Source: an optimization exercise on an open RTL-to-GDS flow (aim: small area, a short achievable clock period and few clock cycles per item). Production flows keep margins and buffers that such runs may drop. The RTL was checked by simulation tests, not by an equivalence proof against the original design.

==> flow/design.v (outline; a module is shown in full before it is edited, if it fits) <==
// module bfly_fin: 32 lines
// module bfly_pre: 96 lines
// module bfly_mul: 963 lines
// module bfly_red: 590 lines
// module bfly_reg: 12 lines
// module ntt_butterfly: 58 lines
module ntt_butterfly (
  input  logic        clk,
  input  logic        rst,
  input  logic        in_valid,
  output logic        in_ready,
  input  logic        in_mode,
  input  logic [11:0] in_a,
  input  logic [11:0] in_b,
  input  logic [11:0] in_zeta,
  input  logic [7:0]  in_idx,
  output logic        out_valid,
  input  logic        out_ready,
  output logic [11:0] out_a,
  output logic [11:0] out_b,
  output logic [7:0]  out_idx,
  output logic        busy
);
  // ...
==> flow/flow/run.sh <==
#!/bin/bash
# Standard layout with four changes to how it is made:
#  - port buffers are buf_2 cells instead of the flow's default choice (a
#    slow delay buffer);
#  - timing repair aims for a 6.1 ns critical path (setup margin 7.9 ns
#    against the 14 ns clock);
#  - the clock tree is built from clkbuf_8 cells;
#  - after the standard synthesis, invopt2.py flips the polarity of full-adder
#    cells (a full adder is self-dual) to drop the inverters Yosys leaves
#    between them; the netlist keeps the same function, registers and ports.
set -euo pipefail
ARGS=("BUFFER_PORTS_ARGS=-buffer_cell sky130_fd_sc_hd__buf_2" SETUP_SLACK_MARGIN=7.9 "CTS_BUF_LIST=sky130_fd_sc_hd__clkbuf_8")
R=$PWD/orfs/results/$FLOW_PLATFORM/ntt_butterfly/base
bash standard.sh "${ARGS[@]}" synth > synth.log 2>&1
cp $R/1_2_yosys.v 1_2_yosys_standard.v
python3 flow/invopt2.py 1_2_yosys_standard.v $R/1_2_yosys.v > invopt.log 2>&1
rm -f $R/1_synth.odb $R/1_synth.sdc
bash standard.sh "${ARGS[@]}" finish > standard.log 2>&1
==> flow/flow/invopt2.py <==
#!/usr/bin/env python3
"""Remove inverters around full-adder cells of a Yosys gate netlist.

A full adder is self-dual: FA(~a,~b,~c) = (~s, ~co). Each full-adder cell
may be replaced by its dual (inputs and outputs taken inverted); a local
search picks the set of dual cells that needs the fewest inverters, and
the inverters are then rebuilt: one inverter per signal at most, shared by
every pin that needs the inverted signal. The netlist computes the same
function; registers, ports and every other cell are untouched.
Usage: invopt2.py IN.v OUT.v
"""
import random
import re
import sys

OUTS = {"X", "Y", "Q", "Q_N", "SUM", "COUT", "HI", "LO"}
INV = "sky130_fd_sc_hd__inv_1"


def main(src, dst):
    txt = open(src).read()
    m = re.search(r"^module\s+(\S+)\s*\(", txt, re.M)
    body_start = m.start()
    mod_end = txt.index("endmodule", body_start)
    mod_txt = txt[body_start:mod_end]
    cell_re = re.compile(r"^\s*(sky130_fd_sc_hd__\w+)\s+(\S+)\s*\((.*?)\);\s*$", re.S | re.M)
    cells = {}
    spans = []
    for cm in cell_re.finditer(mod_txt):
        typ, name, body = cm.group(1), cm.group(2), cm.group(3)
        pins = {}
        for p, n in re.findall(r"\.(\w+)\(\s*(.*?)\s*\)\s*(?:,|$)", body, re.S):
            pins[p] = n.strip()
        cells[name] = [typ, pins]
        spans.append((cm.start(), cm.end()))
    rest, last = [], 0
    for a, b in spans:
        rest.append(mod_txt[last:a])
        last = b
    rest.append(mod_txt[last:])
    other = re.sub(r"\(\*.*?\*\)", "", "".join(rest), flags=re.S)
    fixed = set()
    for stmt in other.split(";"):
        stmt = stmt.strip()
        if stmt.startswith("assign"):
            for tok in re.findall(r"(\\\S+|[A-Za-z_][\w$]*(?:\s*\[\d+\])?)", stmt[6:]):
                fixed.add(tok.replace(" ", ""))
    ports = set()
    for kind in ("input", "output", "inout"):
        for decl in re.findall(kind + r"\s+(?:\[\d+:\d+\]\s*)?(\\\S+|[\w$]+)\s*;", other):
            ports.add(decl)

    def is_fixed(net):
        base = re.sub(r"\s*\[\d+\]$", "", net)
        return net in fixed or net in ports or base in ports or net.startswith("1'b")

    def is_inv(name):
        return cells[name][0].startswith(("sky130_fd_sc_hd__inv_", "sky130_fd_sc_hd__clkinv_"))

    def is_fa(name):
        return cells[name][0].startswith("sky130_fd_sc_hd__fa_")

    drv, loads = {}, {}
    for name, (typ, pins) in cells.items():
        for p, n in pins.items():
            if not n:
                continue
            if p in OUTS:
                drv[n] = (name, p)
            else:
                loads.setdefault(n, []).append((name, p))

    # an inverter is absorbable if its output net is internal
    absorb = {c for c in cells if is_inv(c) and not is_fixed(cells[c][1]["Y"])}

    def root_of(net):
        par = 0
        while True:
            d = drv.get(net)
            if d and d[0] in absorb:
                net = cells[d[0]][1]["A"]
                par ^= 1
            else:
                return net, par

    # every non-absorbed load pin: (cell, pin) -> (root, parity)
    conn = {}
    for name, (typ, pins) in cells.items():
        if name in absorb:
            continue
        for p, n in pins.items():
            if p in OUTS or not n or is_fixed(n) and drv.get(n) is None:
                continue
            conn[(name, p)] = root_of(n)
    fas = [c for c in cells if is_fa(c)]
    fa_idx = {c: i for i, c in enumerate(fas)}
    flip = [0] * len(fas)
    root_loads = {}
    for (c, p), (r, e) in conn.items():
        root_loads.setdefault(r, []).append((c, e))

    def fdrv(r):
        d = drv.get(r)
        if d and d[0] in fa_idx:
            return flip[fa_idx[d[0]]]
        return 0

    def root_cost(r):
        fd = fdrv(r)
        for c, e in root_loads.get(r, []):
            fk = flip[fa_idx[c]] if c in fa_idx else 0
            if e ^ fk ^ fd:
                return 1
        return 0

    fa_roots = []
    for c in fas:
        rs = set()
        pins = cells[c][1]
        for p in ("A", "B", "CIN"):
            if (c, p) in conn:
                rs.add(conn[(c, p)][0])
        for p in ("SUM", "COUT"):
            if pins.get(p):
                rs.add(pins[p])
        fa_roots.append(list(rs))

    all_roots = set(root_loads)
    cost = sum(root_cost(r) for r in all_roots)
    n_before = sum(1 for c in cells if is_inv(c))
    best = cost
    best_flip = list(flip)
    rng = random.Random(1)
    for it in range(60000):
        i = rng.randrange(len(fas))
        rs = fa_roots[i]
        before = sum(root_cost(r) for r in rs)
        flip[i] ^= 1
        after = sum(root_cost(r) for r in rs)
        d = after - before
        if d <= 0 or rng.random() < 0.02:
            cost += d
            if cost < best:
                best = cost
                best_flip = list(flip)
        else:
            flip[i] ^= 1
    flip[:] = best_flip

    # rebuild: drop absorbed inverters, flipped cells keep their pins but
    # their outputs now carry the complement
    for c in list(absorb):
        del cells[c]
    new_wires = []
    inv_of = {}
    cnt = [0]

    def inverted(r):
        if r not in inv_of:
            cnt[0] += 1
            w = f"invopt_{cnt[0]}"
            new_wires.append(w)
            cells[f"invopt_c{cnt[0]}"] = [INV, {"A": r, "Y": w}]
            inv_of[r] = w
        return inv_of[r]

    for (c, p), (r, e) in conn.items():
        fk = flip[fa_idx[c]] if c in fa_idx else 0
        need = e ^ fk ^ fdrv(r)
        cells[c][1][p] = inverted(r) if need else r
    n_after = sum(1 for c in cells if is_inv(c))

    used = set()
    for typ, pins in cells.values():
        used.update(pins.values())
    head = re.sub(r"\(\*.*?\*\)\s*", "", other)
    head = "\n".join(l for l in head.split("\n") if l.strip() and not l.strip().startswith("endmodule"))
    out = [txt[:body_start], head + "\n"]
    for w in new_wires:
        out.append(f"  wire {w};\n")
    for name, (typ, pins) in cells.items():
        pl = ",\n".join(f"    .{p}({n}{' ' if n.startswith(chr(92)) else ''})" for p, n in pins.items())
        out.append(f"  {typ} {name} (\n{pl}\n  );\n")
    out.append("endmodule\n")
    open(dst, "w").write("".join(out))
    print(f"invopt2: inverters {n_before} -> {n_after}, dual full adders {sum(flip)}")


if __name__ == "__main__":
    main(sys.argv[1], sys.argv[2])
==> flow/standard.sh <==
#!/bin/bash
# synth_recipe.tcl (not shown) runs the flow's synth.tcl, then flattens the netlist and writes it again
# the make line also repeats each setting of config.mk as NAME=value (left out here)
make -C /OpenROAD-flow-scripts/flow DESIGN_CONFIG=/design/flow/config.mk WORK_HOME=/design/flow/orfs CLKGATE_MAP_FILE= SYNTH_SCRIPT=/design/flow/synth_recipe.tcl "${@:-finish}"
==> flow/config.mk <==
export PLATFORM = sky130hd
export DESIGN_NAME = ntt_butterfly
export DESIGN_NICKNAME = ntt_butterfly
export VERILOG_FILES = /design/flow/design.v
export SDC_FILE = /design/flow/constraint.sdc
export NUM_CORES = 4
export LEC_CHECK = 0
export CAP_MARGIN = 20
export CORE_MARGIN = 2
export CORE_UTILIZATION = 40
export SLEW_MARGIN = 20
==> flow/constraint.sdc <==
create_clock -name core_clock -period 14.0 [get_ports {clk}]
set_input_delay 2.8000 -clock core_clock [delete_from_list [all_inputs] [get_ports {clk}]]
set_output_delay 2.8000 -clock core_clock [all_outputs]
set_load 0.01 [all_outputs]
==> flow_metrics.env, run 1 <==
export IMPL_outcome="finished clean"
export IMPL_n_antenna_cell=0
export IMPL_slowest_delay_ns=0.13
export IMPL_dpl_cell_count=1833
export IMPL_holdBufCountCts=0
export IMPL_worstRegToRegCells=21
export IMPL_reg2reg_slack_ns=8.08
export IMPL_coreArea_sq_um=35600
export IMPL_clock_insertion_delay_worst_skew_ns=0.48
export IMPL_nMultiInputCombCells=1005
export IMPL_grt_max_degree=74
export IMPL_layout_drive_gt1_share_pct=13.8
export IMPL_cts_root_buf="clkbuf_8"
export IMPL_slew_viol_final=0
export IMPL_seqCellArea_sq_um=3920
export IMPL_endpoint="in_ready"
export IMPL_fillerInstances=3334
export IMPL_final_hold_violation_count=0
export IMPL_top_layer="met4"
export IMPL_worstReg2RegEnd="u_r3.q[20]"
export IMPL_grt_overflow=0
export IMPL_timing_rr_start="u_r2.q[12]"
export IMPL_dr_pass1_iters=5
export IMPL_dp_slack_ns=7.60
Testbench counts, summed over its fixed seeds: cycles 16,024, items 16,000.
==> run 2: changes to the inputs <==
==> flow/flow/run.sh (replaced) <==
#!/bin/bash
# Standard layout with four changes to how it is made:
#  - port buffers are buf_2 cells instead of the flow's default choice (a
#    slow delay buffer);
#  - timing repair aims for a 9 ns critical path (setup margin 5 ns
#    against the 14 ns clock);
#  - the clock tree is built from clkbuf_8 cells;
#  - after the standard synthesis, invopt4.py picks the polarity of the
#    adder cells (a full adder is self-dual; a half adder is rebuilt as an
#    XOR/XNOR and an AND-type gate when that helps) and of gates that have a
#    complementary twin (AND/NAND, AOI/AO, ...) to drop the inverters Yosys
#    leaves between them; the netlist keeps the same function, registers
#    and ports.
set -euo pipefail
ARGS=("BUFFER_PORTS_ARGS=-buffer_cell sky130_fd_sc_hd__buf_2" SETUP_SLACK_MARGIN=5 "CTS_BUF_LIST=sky130_fd_sc_hd__clkbuf_8")
R=$PWD/orfs/results/$FLOW_PLATFORM/ntt_butterfly/base
bash standard.sh "${ARGS[@]}" synth > synth.log 2>&1
cp $R/1_2_yosys.v 1_2_yosys_standard.v
python3 flow/invopt4.py 1_2_yosys_standard.v $R/1_2_yosys.v > invopt.log 2>&1
rm -f $R/1_synth.odb $R/1_synth.sdc
bash standard.sh "${ARGS[@]}" finish > standard.log 2>&1
==> flow/flow/invopt4.py (new file) <==
#!/usr/bin/env python3
"""Remove inverters around the adder cells of a Yosys gate netlist.

A full adder is self-dual: FA(~a,~b,~c) = (~s, ~co), so each full-adder cell
may take its inputs and give its outputs inverted. A half adder may take
its inputs in either polarity and give its outputs in either polarity if it
is rebuilt as a 2-input XOR/XNOR for the sum and a 2-input AND-type gate for
the carry. A local search picks the polarities that need the least area
(inverters, rebuilt half adders and gates); inverters are then rebuilt, one at
most per signal, shared by every pin that needs the inverted signal. The
netlist computes the same function; registers, ports and all other cells
are untouched. Gates with a complementary twin of the same pins (AND/NAND, OR/NOR,
AOI/AO, XOR/XNOR, MUX2/MUX2I, ...) may give their output inverted too.
Usage: invopt4.py IN.v OUT.v
"""
import random
import re
import sys

LIB = "/OpenROAD-flow-scripts/flow/platforms/sky130hd/lib/sky130_fd_sc_hd__tt_025C_1v80.lib"
OUTS = {"X", "Y", "Q", "Q_N", "SUM", "COUT", "HI", "LO"}
P = "sky130_fd_sc_hd__"
INV_A = 3.7536
HA_A = 12.512
XOR_A = 8.7584
# carry gate of a rebuilt half adder: (alpha, beta, fc) -> (cell, area, pins)
# alpha/beta: the physical inputs X, Y carry x^alpha, y^beta; the gate must
# give (x & y) ^ fc.
CARRY = {
    (0, 0, 0): ("and2_1", 6.256, lambda X, Y: {"A": X, "B": Y}, "X"),
    (0, 0, 1): ("nand2_1", 3.7536, lambda X, Y: {"A": X, "B": Y}, "Y"),
    (1, 1, 0): ("nor2_1", 3.7536, lambda X, Y: {"A": X, "B": Y}, "Y"),
    (1, 1, 1): ("or2_1", 6.256, lambda X, Y: {"A": X, "B": Y}, "X"),
    (1, 0, 0): ("nor2b_1", 6.256, lambda X, Y: {"A": X, "B_N": Y}, "Y"),
    (1, 0, 1): ("nand2b_1", 6.256, lambda X, Y: {"A_N": X, "B": Y}, "Y"),
    (0, 1, 0): ("nor2b_1", 6.256, lambda X, Y: {"A": Y, "B_N": X}, "Y"),
    (0, 1, 1): ("nand2b_1", 6.256, lambda X, Y: {"A_N": Y, "B": X}, "Y"),
}


PEN = 3.0
# cells with a twin of the same pins and the complemented output:
# name -> (twin, output pin, twin output pin)
TWINS = {}
for a, b in [("and2_1", "nand2_1"), ("or2_1", "nor2_1"), ("a21o_1", "a21oi_1"),
             ("o21a_1", "o21ai_0"), ("a22o_1", "a22oi_1"), ("o22a_1", "o22ai_1"),
             ("a31o_1", "a31oi_1"), ("o31a_1", "o31ai_1"), ("a211o_1", "a211oi_1"),
             ("o211a_1", "o211ai_1"), ("and3_1", "nand3_1"), ("or3_1", "nor3_1"),
             ("and4_1", "nand4_1"), ("or4_1", "nor4_1"), ("a21bo_1", "a21boi_0"),
             ("o21ba_1", "o21bai_1"), ("and2b_1", "nand2b_1"), ("or2b_1", "nor2b_1"),
             ("a2bb2o_1", "a2bb2oi_1"), ("a32o_1", "a32oi_1"), ("o32a_1", "o32ai_1"),
             ("a221o_1", "a221oi_1"), ("o221a_1", "o221ai_1"), ("a311o_1", "a311oi_1"),
             ("o311a_1", "o311ai_0"), ("and3b_1", "nand3b_1"), ("or3b_1", "nor3b_1"),
             ("and4b_1", "nand4b_1"), ("or4b_1", "nor4b_1"), ("a41o_1", "a41oi_1"),
             ("o41a_1", "o41ai_1"), ("a2111o_1", "a2111oi_0"), ("o2111a_1", "o2111ai_1"),
             ("mux2_1", "mux2i_1")]:
    TWINS[a] = (b, "X", "Y")
    TWINS[b] = (a, "Y", "X")
TWINS["xor2_1"] = ("xnor2_1", "X", "Y")
TWINS["xnor2_1"] = ("xor2_1", "Y", "X")
AREA = {}


def main(src, dst, iters=200000):
    lib = open(LIB).read()
    for lm in re.finditer(r"cell\s*\(\s*\"?(\w+)\"?\s*\)\s*\{(.*?)area\s*:\s*([\d.]+)", lib, re.S):
        AREA[lm.group(1)] = float(lm.group(3))
    txt = open(src).read()
    m = re.search(r"^module\s+(\S+)\s*\(", txt, re.M)
    body_start = m.start()
    mod_end = txt.index("endmodule", body_start)
    mod_txt = txt[body_start:mod_end]
    cell_re = re.compile(r"^\s*(sky130_fd_sc_hd__\w+)\s+(\S+)\s*\((.*?)\);\s*$", re.S | re.M)
    cells = {}
    spans = []
    for cm in cell_re.finditer(mod_txt):
        typ, name, body = cm.group(1), cm.group(2), cm.group(3)
        pins = {}
        for p, n in re.findall(r"\.(\w+)\(\s*(.*?)\s*\)\s*(?:,|$)", body, re.S):
            pins[p] = n.strip()
        cells[name] = [typ, pins]
        spans.append((cm.start(), cm.end()))
    rest, last = [], 0
    for a, b in spans:
        rest.append(mod_txt[last:a])
        last = b
    rest.append(mod_txt[last:])
    other = re.sub(r"\(\*.*?\*\)", "", "".join(rest), flags=re.S)
    fixed = set()
    for stmt in other.split(";"):
        stmt = stmt.strip()
        if stmt.startswith("assign"):
            for tok in re.findall(r"(\\\S+|[A-Za-z_][\w$]*(?:\s*\[\d+\])?)", stmt[6:]):
                fixed.add(tok.replace(" ", ""))
    ports = set()
    for kind in ("input", "output", "inout"):
        for decl in re.findall(kind + r"\s+(?:\[\d+:\d+\]\s*)?(\\\S+|[\w$]+)\s*;", other):
            ports.add(decl)

    def is_fixed(net):
        base = re.sub(r"\s*\[\d+\]$", "", net)
        return net in fixed or net in ports or base in ports or net.startswith("1'b")

    def kind(name):
        t = cells[name][0]
        if t.startswith((P + "inv_", P + "clkinv_")):
            return "inv"
        if t.startswith(P + "fa_"):
            return "fa"
        if t.startswith(P + "ha_"):
            return "ha"
        if t[len(P):] in TWINS:
            return "twin"
        return "other"

    drv, loads = {}, {}
    for name, (typ, pins) in cells.items():
        for p, n in pins.items():
            if not n:
                continue
            if p in OUTS:
                drv[n] = (name, p)
            else:
                loads.setdefault(n, []).append((name, p))

    absorb = {c for c in cells if kind(c) == "inv" and not is_fixed(cells[c][1]["Y"])}

    def root_of(net):
        par = 0
        while True:
            d = drv.get(net)
            if d and d[0] in absorb:
                net = cells[d[0]][1]["A"]
                par ^= 1
            else:
                return net, par

    conn = {}
    for name, (typ, pins) in cells.items():
        if name in absorb:
            continue
        for p, n in pins.items():
            if p in OUTS or not n:
                continue
            conn[(name, p)] = root_of(n)

    # variables: one per FA cell, two per HA cell (sum and carry polarity)
    var_of = {}      # (cell, outpin) -> var index
    nvar = 0
    cell_vars = {}
    for c in cells:
        if c in absorb:
            continue
        k = kind(c)
        pins = cells[c][1]
        outs = [p for p in ("SUM", "COUT") if pins.get(p)]
        if k == "fa":
            if any(is_fixed(pins[p]) for p in outs):
                continue
            for p in ("SUM", "COUT"):
                var_of[(c, p)] = nvar
            cell_vars[c] = [nvar]
            nvar += 1
        elif k == "twin":
            op = TWINS[cells[c][0][len(P):]][1]
            if not pins.get(op) or is_fixed(pins[op]):
                continue
            var_of[(c, op)] = nvar
            cell_vars[c] = [nvar]
            nvar += 1
        elif k == "ha":
            vs = []
            for p in ("SUM", "COUT"):
                if pins.get(p) and is_fixed(pins[p]):
                    continue
                var_of[(c, p)] = nvar
                vs.append(nvar)
                nvar += 1
            cell_vars[c] = vs
    val = [0] * nvar

    def pol(r):
        d = drv.get(r)
        if d is None:
            return 0
        v = var_of.get(d)
        return val[v] if v is not None else 0

    def need(c, p):
        if kind(c) == "fa" and c in cell_vars:
            return val[cell_vars[c][0]]
        return 0

    root_loads = {}
    ha_cells = [c for c in cells if c not in absorb and kind(c) == "ha"]
    for (c, p), (r, e) in conn.items():
        root_loads.setdefault(r, []).append((c, p, e))

    def root_inv(r):
        pr = pol(r)
        for c, p, e in root_loads.get(r, []):
            if kind(c) == "ha":
                continue
            if e ^ need(c, p) ^ pr:
                return 1
        return 0

    def ha_state(h):
        pins = cells[h][1]
        rA, eA = conn[(h, "A")]
        rB, eB = conn[(h, "B")]
        al = eA ^ pol(rA)
        be = eB ^ pol(rB)
        fs = val[var_of[(h, "SUM")]] if (h, "SUM") in var_of else 0
        fc = val[var_of[(h, "COUT")]] if (h, "COUT") in var_of else 0
        return al, be, fs, fc

    def ha_cost(h):
        al, be, fs, fc = ha_state(h)
        if (al, be, fs, fc) == (0, 0, 0, 0):
            return HA_A
        pins = cells[h][1]
        a = PEN
        if pins.get("SUM"):
            a += XOR_A
        if pins.get("COUT"):
            a += CARRY[(al, be, fc)][1]
        return a

    twin_cells = [c for c in cells if c not in absorb and kind(c) == "twin" and c in cell_vars]

    def twin_cost(c):
        t = cells[c][0][len(P):]
        return AREA[P + (TWINS[t][0] if val[cell_vars[c][0]] else t)]

    # what each variable touches
    out_nets = {}
    for (c, p), v in var_of.items():
        out_nets.setdefault(v, []).append(cells[c][1][p])
    touch_roots, touch_has = [], []
    for v in range(nvar):
        rs, hs = set(), set()
        for n in out_nets.get(v, []):
            rs.add(n)
            for c, p, e in root_loads.get(n, []):
                if kind(c) == "ha":
                    hs.add(c)
        touch_roots.append(rs)
        touch_has.append(hs)
    for c, vs in cell_vars.items():
        if kind(c) == "ha":
            for v in vs:
                touch_has[v].add(c)
        if kind(c) == "fa":
            v = vs[0]
            for p in ("A", "B", "CIN"):
                if (c, p) in conn:
                    touch_roots[v].add(conn[(c, p)][0])
    touch_twin = [[] for _ in range(nvar)]
    for c in twin_cells:
        touch_twin[cell_vars[c][0]].append(c)
    touch_roots = [list(s) for s in touch_roots]
    touch_has = [list(s) for s in touch_has]

    def local(v):
        return (INV_A * sum(root_inv(r) for r in touch_roots[v]) + sum(ha_cost(h) for h in touch_has[v])
                + sum(twin_cost(c) for c in touch_twin[v]))

    all_roots = list(root_loads)
    total = (INV_A * sum(root_inv(r) for r in all_roots) + sum(ha_cost(h) for h in ha_cells)
             + sum(twin_cost(c) for c in twin_cells))
    start = total
    best, best_val = total, list(val)
    # compound moves: a full adder together with the single-load gates
    # that drive its inputs
    moves = [[v] for v in range(nvar)]
    for c, vs in cell_vars.items():
        if kind(c) != "fa":
            continue
        grp = [vs[0]]
        for p in ("A", "B", "CIN"):
            if (c, p) not in conn:
                continue
            r, e = conn[(c, p)]
            d = drv.get(r)
            if d and d[0] in cell_vars and kind(d[0]) == "twin" and len(root_loads.get(r, [])) == 1:
                grp.append(cell_vars[d[0]][0])
        if len(grp) > 1:
            moves.append(grp)

    def local_set(vs):
        rs, hs, ts = set(), set(), set()
        for v in vs:
            rs.update(touch_roots[v])
            hs.update(touch_has[v])
            ts.update(touch_twin[v])
        return (INV_A * sum(root_inv(r) for r in rs) + sum(ha_cost(h) for h in hs)
                + sum(twin_cost(c) for c in ts))

    rng = random.Random(1)
    for it in range(iters if nvar else 0):
        mv = moves[rng.randrange(len(moves))]
        before = local_set(mv)
        for v in mv:
            val[v] ^= 1
        d = local_set(mv) - before
        if d <= 1e-9 or rng.random() < 0.01:
            total += d
            if total < best - 1e-9:
                best, best_val = total, list(val)
        else:
            for v in mv:
                val[v] ^= 1
    val[:] = best_val

    n_before = sum(1 for c in cells if kind(c) == "inv")
    # rebuild
    new_wires = []
    inv_of = {}
    cnt = [0]

    def fresh():
        cnt[0] += 1
        w = f"invopt_{cnt[0]}"
        new_wires.append(w)
        return w

    def inverted(r):
        if r not in inv_of:
            w = fresh()
            cells[f"invopt_c{cnt[0]}"] = [P + "inv_1", {"A": r, "Y": w}]
            inv_of[r] = w
        return inv_of[r]

    ha_plan = {h: ha_state(h) for h in ha_cells}
    n_twin = 0
    for c in twin_cells:
        if val[cell_vars[c][0]]:
            t = cells[c][0][len(P):]
            tw, op, top = TWINS[t]
            pins = cells[c][1]
            pins[top] = pins.pop(op)
            cells[c][0] = P + tw
            n_twin += 1
    for c in list(absorb):
        del cells[c]
    for (c, p), (r, e) in conn.items():
        if c in ha_plan:
            continue
        cells[c][1][p] = inverted(r) if (e ^ need(c, p) ^ pol(r)) else r
    for h, (al, be, fs, fc) in ha_plan.items():
        typ, pins = cells[h]
        X = conn[(h, "A")][0]
        Y = conn[(h, "B")][0]
        if (al, be, fs, fc) == (0, 0, 0, 0):
            pins["A"], pins["B"] = X, Y
            continue
        del cells[h]
        if pins.get("SUM"):
            # X ^ Y = s ^ al ^ be; the gate must give s ^ fs
            if al ^ be ^ fs:
                cells[h + "_s"] = [P + "xnor2_1", {"A": X, "B": Y, "Y": pins["SUM"]}]
            else:
                cells[h + "_s"] = [P + "xor2_1", {"A": X, "B": Y, "X": pins["SUM"]}]
        if pins.get("COUT"):
            cname, _, mk, outp = CARRY[(al, be, fc)]
            cp = mk(X, Y)
            cp[outp] = pins["COUT"]
            cells[h + "_c"] = [P + cname, cp]
    n_after = sum(1 for c in cells if kind(c) == "inv")
    n_ha = sum(1 for c in cells if kind(c) == "ha")

    used = set()
    for typ, pins in cells.values():
        used.update(pins.values())
    head = re.sub(r"\(\*.*?\*\)\s*", "", other)
    head = "\n".join(l for l in head.split("\n") if l.strip() and not l.strip().startswith("endmodule"))
    out = [txt[:body_start], head + "\n"]
    for w in new_wires:
        out.append(f"  wire {w};\n")
    for name, (typ, pins) in cells.items():
        pl = ",\n".join(f"    .{p}({n}{' ' if n.startswith(chr(92)) else ''})" for p, n in pins.items())
        out.append(f"  {typ} {name} (\n{pl}\n  );\n")
    out.append("endmodule\n")
    open(dst, "w").write("".join(out))
    print(f"invopt4: inverters {n_before} -> {n_after}, half adders {len(ha_cells)} -> {n_ha}, "
          f"gates swapped for their complement {n_twin}, "
          f"estimated area change {best - start:.1f} um2")


if __name__ == "__main__":
    main(sys.argv[1], sys.argv[2])
removed: flow/flow/invopt2.py
==> flow_metrics.env, run 2 <==
export IMPL_syn_area_per_cell_sq_um=10.7
export IMPL_largest_register_ffs=47
export IMPL_n_antenna_cell=0
export IMPL_grt_overflow=0
export IMPL_antenna_found_initial=0
export IMPL_dr_first_iter_drc_count=456
export IMPL_reg_largest_list="u_r2.q: 47 flops, u_r1.q: 46 flops, u_r3.q: 35 flops"
export IMPL_worstRegToRegCells=17
export IMPL_num_io_pins=84
export IMPL_min_period_over_period_pct=47.1
export IMPL_path_common_cell="fa_1"
export IMPL_maxCapViolCount=0
export IMPL_yosys_warnings=5
export IMPL_dr_pass1_iters=5
export IMPL_grt_pass1_vias=9677
export IMPL_die_h_um=191
export IMPL_fmax_ghz=0.152
export IMPL_critPathMaxFanout=33
export IMPL_rsz0062_at_grt="no"
export IMPL_avgRoutedWirePerCell_um=16.1
export IMPL_drc=0
export IMPL_slowest_delay_ns=0.50
export IMPL_drt_total_wl_um=29700
export IMPL_crit_path_top_delay_cell="fa_1"
export IMPL_largest_register="u_r2.q"
export IMPL_cp_num_cells=17
export IMPL_rows=68
export IMPL_clock_insertion_delay_worst_skew_ns=0.48
export IMPL_mostFrequentLayoutCells="nand2_1, fa_1, edfxtp_1, nor2_1, buf_2"
export IMPL_route_vias_total=9363
export IMPL_tns_ns=0
export IMPL_start_kind="flip-flop"
export IMPL_dpl_cell_count=1810
export IMPL_fp_dieArea_sq_um=36400
export IMPL_final_hold_violation_count=0
export IMPL_grt_use_total_pct=17.2
export IMPL_fin_nets=1678
export IMPL_hpwl_um=23400
export IMPL_final_cell_count_no_fill=1841
export IMPL_slew_viol_final=0
export IMPL_gp_congestion=0.847
export IMPL_outcome="finished clean"
export IMPL_cts_root_buf="clkbuf_8"
export IMPL_setup_viol=0
export IMPL_path_buf_inv=2
export IMPL_post_cts_setup_buffers=0
export IMPL_synthCells=1309
export IMPL_required_ns=14.22
export IMPL_ctsResizeCount=0
export IMPL_initial_core_util_pct=40.5
export IMPL_whs_path_depth=0
export IMPL_grt_max_degree=88
export IMPL_min_period_ns=6.59
export IMPL_htreeDepth=4
export IMPL_clk_pin_slew_ns=0.08
export IMPL_crit_type="reg2reg"
export IMPL_critPathArrivalTime_ns=6.81
export IMPL_crit_path_end_kind="flip-flop"
export IMPL_ant_nets=0
export IMPL_syn_nets=1613
export IMPL_holdBufCountCts=0
export IMPL_clockBufferDepth=2
export IMPL_cts_sinks=132
export IMPL_syn_area_sq_um=13900
export IMPL_cts_made_buffers=17
export IMPL_coreArea_sq_um=34500
export IMPL_grt_pass1_wl_um=48800
export IMPL_holdCritPathClass="reg2reg"
export IMPL_port_buffers=83
export IMPL_vias_per_cell=5.09
export IMPL_relSlewSlack_pct=30.1
export IMPL_cts_tree="done"
export IMPL_crit_chain="buf_4 > mux2_1 > fa_1 > fa_1 > fa_1 > fa_1 > fa_1 > fa_1 > fa_1 > fa_1 > fa_1 > fa_1 > fa_1 > fa_1 > inv_1 > xor2_1 > xnor2_1"
export IMPL_worst_pin_slew_ns=1.05
export IMPL_layout_drive_gt1_share_pct=10.5
export IMPL_reg2reg_slack_ns=7.41
export IMPL_fillerInstances=3286
export IMPL_dieWidth_um=191
export IMPL_synthToLayoutAreaGrowth_pct=9.30
export IMPL_fin_skew_ns=0.0213
export IMPL_crit_family="adder cells"
## run 2: path summary, 6_finish.rpt
path                   start          to
hold reg to reg    u_r2.q[1]   u_r3.q[1]
setup / recovery  u_r1.q[45]  u_r2.q[45]
setup reg to reg  u_r1.q[45]  u_r2.q[45]
hold / removal     u_r2.q[1]   u_r3.q[1]
## run 2: per-stage QoR
step	cell area, sq um	hold WS [ns]	setup WS, ns	util (%)
finish	15200	0.422	7.41	44.2
global route	15200	0.431	7.15	44.2
CTS	15200	0.425	7.43	44.2
detailed placement	14800	0.406	7.15	42.9
global placement	14800	0.401	7.17	42.9
floorplan	13900	0.400	7.12	-
## run 2: metal layers
| layer | routed length, um | global-route usage (%) | up-vias |
|---|---|---|---|
| met5 | 0 | 0 | - |
| met4 | 661 | 5.37 | 0 |
| met3 | 1260 | 3.11 | 42 |
| met2 | 14300 | 29.1 | 224 |
| met1 | 13500 | 22.4 | 4587 |
| li1 | - | - | 4510 |
## run 2: area by class of cell
cell class,instances,area (sq um),share of cell area (%)
flip-flops and latches,132,3920,25.7
multi-input cells,1083,9660,63.4
well taps,455,569,3.73
clock buffers,17,234,1.53
clock inverters,14,211,1.39
repair buffers,85,434,2.85
inverters,55,209,1.37
==> run 3: changes to the inputs <==
--- a/flow/flow/run.sh
+++ b/flow/flow/run.sh
@@ -3,5 +3,5 @@
 #  - port buffers are buf_2 cells instead of the flow's default choice (a
 #    slow delay buffer);
-#  - timing repair aims for a 9 ns critical path (setup margin 5 ns
+#  - timing repair aims for a 5.9 ns critical path (setup margin 8.1 ns
 #    against the 14 ns clock);
 #  - the clock tree is built from clkbuf_8 cells;
@@ -13,5 +13,5 @@
 #    and ports.
 set -euo pipefail
-ARGS=("BUFFER_PORTS_ARGS=-buffer_cell sky130_fd_sc_hd__buf_2" SETUP_SLACK_MARGIN=5 "CTS_BUF_LIST=sky130_fd_sc_hd__clkbuf_8")
+ARGS=("BUFFER_PORTS_ARGS=-buffer_cell sky130_fd_sc_hd__buf_2" SETUP_SLACK_MARGIN=8.1 "CTS_BUF_LIST=sky130_fd_sc_hd__clkbuf_8")
 R=$PWD/orfs/results/$FLOW_PLATFORM/ntt_butterfly/base
 bash standard.sh "${ARGS[@]}" synth > synth.log 2>&1
==> flow_metrics.env, run 3 <==
export IMPL_route_vias_total=9545
export IMPL_htreeDepth=4
export IMPL_die_h_um=191
export IMPL_grt_overflow=0
export IMPL_clock_insertion_delay_worst_skew_ns=0.48
export IMPL_layout_drive_gt1_share_pct=17.2
export IMPL_required_ns=11.20
export IMPL_worst_pin_slew_ns=1.05
export IMPL_multi_input_area_sq_um=9990
export IMPL_synthCells=1309
export IMPL_clockBufferDepth=2
export IMPL_cts_sinks=132
export IMPL_final_hold_violation_count=0
export IMPL_grt_use_total_pct=17.6
export IMPL_num_io_pins=84
export IMPL_cts_root_buf="clkbuf_8"
export IMPL_fillerInstances=3261
export IMPL_drt_total_wl_um=30600
export IMPL_hpwl_um=23600
export IMPL_reg2reg_slack_ns=8.11
export IMPL_fin_skew_ns=0.0174
export IMPL_gp_congestion=0.880
export IMPL_largest_register_ffs=47
export IMPL_critPathArrivalTime_ns=3.14
export IMPL_yosys_warnings=5
export IMPL_maxCapViolCount=0
export IMPL_grt_pass1_wl_um=49800
export IMPL_min_period_over_period_pct=42.4
export IMPL_ant_nets=0
export IMPL_crit_type="in2out"
export IMPL_grt_max_degree=85
export IMPL_seqCellArea_sq_um=3920
export IMPL_reg_largest_list="u_r2.q: 47 flops, u_r1.q: 46 flops, u_r3.q: 35 flops"
export IMPL_syn_area_sq_um=13900
export IMPL_synthToLayoutAreaGrowth_pct=13.9
export IMPL_avgRoutedWirePerCell_um=16.3
export IMPL_setup_viol=0
export IMPL_antenna_found_initial=0
export IMPL_cts_tree="done"
export IMPL_mostFrequentLayoutCells="nand2_1, fa_1, edfxtp_1, nor2_1, buf_2"
export IMPL_outcome="finished clean"
export IMPL_rows=68
export IMPL_rsz0062_at_grt="yes"
export IMPL_fp_dieArea_sq_um=36400
export IMPL_grt_pass1_vias=9724
export IMPL_dr_pass1_iters=5
export IMPL_critPathMaxFanout=4
export IMPL_holdCritPathClass="reg2reg"
export IMPL_min_period_ns=5.94
export IMPL_initial_core_util_pct=40.5
export IMPL_dr_first_iter_drc_count=470
export IMPL_largest_register="u_r2.q"
export IMPL_coreArea_sq_um=34500
export IMPL_dieWidth_um=191
export IMPL_relSlewSlack_pct=30.2
export IMPL_crit_path_end_kind="output port"
export IMPL_port_buffers=83
export IMPL_tns_ns=0
export IMPL_final_cell_count_no_fill=1880
export IMPL_start_kind="input pin"
export IMPL_layout_commonest_cell="nand2_1"
export IMPL_cts_made_buffers=17
export IMPL_fin_nets=1717
export IMPL_dpl_cell_count=1810
export IMPL_n_antenna_cell=0
export IMPL_syn_area_per_cell_sq_um=10.7
export IMPL_vias_per_cell=5.08
export IMPL_syn_nets=1613
export IMPL_slew_viol_final=0
export IMPL_clk_pin_slew_ns=0.08
export IMPL_fmax_ghz=0.168
export IMPL_drc=0
run 3: per-layer routing:
| metal | vias up | GRT usage, % | share of wire [%] |
|---|---|---|---|
| met2 | 231 | 29.8 | 49 |
| met5 | - | 0 | 0 |
| met3 | 27 | 3.09 | 4.8 |
| met1 | 4699 | 23.3 | 45 |
| met4 | 0 | 4.50 | 1.5 |
| li1 | 4588 | - | - |
run 3: path summary, 6_finish.rpt:
check	start	to	depth (start not counted)
worst max register to register	u_r2.q[11]	u_r3.q[20]	20
worst min register to register	u_r1.q[6]	u_r2.q[6]	0
worst min-delay path	u_r1.q[6]	u_r2.q[6]	0
worst max-delay path	rst	in_ready	3
run 3: per-stage QoR:
stage               instance area [sq um]  utilization, %  hold WS (ns)  worst slack, ns
CTS                                 15500            44.9         0.420             8.04
global route                        15900            46.1         0.429             7.80
floorplan                           14000               -         0.400             7.86
detailed placement                  14800            43.1         0.405             7.60
finish                              15900            46.1         0.415             8.06
global placement                    14800            43.1         0.400             7.61
run 3: cell type report:
| class | instances | area share (%) |
|---|---|---|
| multi-input combinational | 1083 | 62.9 |
| sequential | 132 | 24.7 |
| timing repair buffer | 124 | 4.90 |
| tap | 455 | 3.58 |
| clock buffer | 17 | 1.47 |
| inverter | 55 | 1.32 |
| clock inverter | 14 | 1.12 |
run 3: repair_timing:
item                                   in CTS  in global routing
cloned                                      0                  1
setup buffers                               8                 30
hold buffers                                0                  0
endpoints found under the hold margin       0                  0
gates resized for setup                    21                 41
setup endpoints to repair                  14                 20
pin swaps                                   6                 43
run 3: worst max-delay path, stage by stage:
cell and delay [ns]:
buf_4 0.13, nor2_4 0.10, buf_6 0.10
==> run 4: changes to the inputs <==
--- a/flow/flow/run.sh
+++ b/flow/flow/run.sh
@@ -3,5 +3,5 @@
 #  - port buffers are buf_2 cells instead of the flow's default choice (a
 #    slow delay buffer);
-#  - timing repair aims for a 5.9 ns critical path (setup margin 8.1 ns
+#  - timing repair aims for a 6.1 ns critical path (setup margin 7.9 ns
 #    against the 14 ns clock);
 #  - the clock tree is built from clkbuf_8 cells;
@@ -13,5 +13,5 @@
 #    and ports.
 set -euo pipefail
-ARGS=("BUFFER_PORTS_ARGS=-buffer_cell sky130_fd_sc_hd__buf_2" SETUP_SLACK_MARGIN=8.1 "CTS_BUF_LIST=sky130_fd_sc_hd__clkbuf_8")
+ARGS=("BUFFER_PORTS_ARGS=-buffer_cell sky130_fd_sc_hd__buf_2" SETUP_SLACK_MARGIN=7.9 "CTS_BUF_LIST=sky130_fd_sc_hd__clkbuf_8")
 R=$PWD/orfs/results/$FLOW_PLATFORM/ntt_butterfly/base
 bash standard.sh "${ARGS[@]}" synth > synth.log 2>&1
==> flow_metrics.env, run 4 <==
export IMPL_outcome="finished clean"
export IMPL_syn_area_per_cell_sq_um=10.7
export IMPL_layout_commonest_cell="nand2_1"
export IMPL_grt_max_degree=87
export IMPL_slowest_delay_ns=0.13
export IMPL_grt_overflow=0
export IMPL_synthCells=1309
export IMPL_grt_use_total_pct=17.4
export IMPL_required_ns=11.20
export IMPL_dieWidth_um=191
export IMPL_yosys_warnings=5
export IMPL_dp_slack_ns=7.60
export IMPL_die_h_um=191
export IMPL_largest_register="u_r2.q"
export IMPL_multi_input_area_sq_um=9870
export IMPL_rsz0062_at_grt="yes"
export IMPL_clock_insertion_delay_worst_skew_ns=0.47
export IMPL_antenna_found_initial=0
export IMPL_reg_largest_list="u_r2.q: 47 flops, u_r1.q: 46 flops, u_r3.q: 35 flops"
export IMPL_maxCapViolCount=0
export IMPL_largest_register_ffs=47
export IMPL_dr_first_iter_drc_count=443
export IMPL_final_hold_violation_count=0
export IMPL_crit_type="in2out"
export IMPL_clockBufferDepth=2
export IMPL_port_buffers=83
export IMPL_grt_pass1_wl_um=49500
export IMPL_htreeDepth=4
export IMPL_holdBufCountCts=0
export IMPL_critPathMaxFanout=2
export IMPL_critPathArrivalTime_ns=3.15
export IMPL_coreArea_sq_um=34500
export IMPL_layout_drive_gt1_share_pct=14.0
export IMPL_grt_pass1_vias=9817
export IMPL_synthToLayoutAreaGrowth_pct=10.7
export IMPL_ant_nets=0
export IMPL_mostFrequentLayoutCells="nand2_1, fa_1, edfxtp_1, nor2_1, buf_2"
export IMPL_dr_pass1_iters=5
export IMPL_fin_nets=1687
export IMPL_fp_dieArea_sq_um=36400
export IMPL_crit_path_end_kind="output port"
export IMPL_hpwl_um=23700
export IMPL_crit_chain="buf_2 > nor2_1 > nor2_1 > buf_2"
export IMPL_cts_tree="done"
export IMPL_fin_skew_ns=0.0168
export IMPL_seqCellArea_sq_um=3920
export IMPL_relSlewSlack_pct=29.5
export IMPL_layout_setup_ws_ns=8.05
export IMPL_crit_path_top_delay_cell="buf_2"
export IMPL_vias_per_cell=5.08
export IMPL_start_kind="input pin"
export IMPL_min_period_over_period_pct=42.5
export IMPL_drc=0
export IMPL_avgRoutedWirePerCell_um=16.1
export IMPL_setup_viol=0
export IMPL_syn_area_sq_um=13900
export IMPL_gp_congestion=0.877
export IMPL_fmax_ghz=0.168
export IMPL_holdCritPathClass="reg2reg"
export IMPL_worst_pin_slew_ns=1.06
export IMPL_slew_viol_final=0
export IMPL_drt_total_wl_um=29900
export IMPL_cts_made_buffers=17
export IMPL_rows=68
export IMPL_fillerInstances=3263
export IMPL_cts_sinks=132
export IMPL_min_period_ns=5.95
export IMPL_reg2reg_slack_ns=8.08
export IMPL_final_cell_count_no_fill=1851
export IMPL_dpl_cell_count=1810
export IMPL_tns_ns=0
export IMPL_num_io_pins=84
export IMPL_route_vias_total=9412
export IMPL_clk_pin_slew_ns=0.08
export IMPL_n_antenna_cell=0
export IMPL_syn_nets=1613
export IMPL_initial_core_util_pct=40.5
export IMPL_cts_root_buf="clkbuf_8"
run 4: cell count changes in the layout (fill, tap and decap cells not counted), sizes merged:
cell / delta
buf: -29
bufinv: -2
clkbuf: -1
clkinv: +4
inv: -1
run 4: through the flow:
stage                     area [sq um]  hold WS [ns]  utilization (%)
after floorplan                  14000         0.400                -
after global placement           14800         0.401             43.1
after detailed placement         14800         0.405             43.1
after CTS                        15200         0.426             44.2
after global routing             15400         0.428             44.8
final                            15400         0.423             44.8
run 4: repair_timing:
item                       4_1_cts  5_1_grt
resized for setup                5       23
setup endpoints to repair        6       13
pin swaps                        0        4
cloned                           0        0
setup buffers                    1        8
run 4: worst max-delay path, delay by kind of cell:
kind / cells / cell delay, ns
buffers and inverters: 2 / 0.23
and+or+nand+nor: 2 / 0.12
run 4: final cells by class:
type | instances | area share [%]
Timing Repair Buffer | 94 | 3.31
Inverter | 55 | 1.35
Clock inverter | 15 | 0.851
Sequential cell | 132 | 25.4
Multi-Input combinational cell | 1083 | 63.9
Clock buffer | 17 | 1.52
Tap cell | 455 | 3.69
run 4: worst paths after layout:
| kind | cells past startpoint | to | from |
|---|---|---|---|
| max | 4 | in_ready | out_ready |
| max reg2reg | 19 | u_r3.q[19] | u_r2.q[9] |
| min reg2reg | 0 | u_r2.q[2] | u_r1.q[2] |
| min | 0 | u_r2.q[2] | u_r1.q[2] |
run 4: routing by layer:
metal / track usage, % / vias up / share of wire (%)
met5: 0 / - / 0
met4: 5.52 / 0 / 2.1
met3: 2.91 / 44 / 3.9
met2: 30.0 / 207 / 49
met1: 22.2 / 4641 / 45
li1: - / 4520 / -

[afterwards: timing with drivers on the ports]
No port has a modelled driver above. Below, the same layouts with a new extraction and two added sets of constraints.
Step 1: set_driving_cell puts a clkbuf_16 on clk and a buf_2 on each other input, an assumption about the parent block.
Step 2 also shifts input and output timing later by t, the mid clock arrival at the registers, as if the neighbouring blocks saw the same clock.
Slacks: ideal ports / drivers / drivers and shift; pairs: ideal ports / drivers.
run	t (ns)	setup slack, ns	worst setup path after step 2
run 1	0.516	8.048 / 8.030 / 7.609	input to register
run 2	0.510	7.409 / 7.409 / 7.194	input to register
run 3	0.518	8.059 / 8.024 / 7.742	input to register
run 4	0.506	8.045 / 8.027 / 7.588	input to register
After both steps setup and hold are still met in every run listed. For run 4, which loses most, drivers alone change the setup slack by -0.018 ns; drivers and shift together by -0.457 ns.
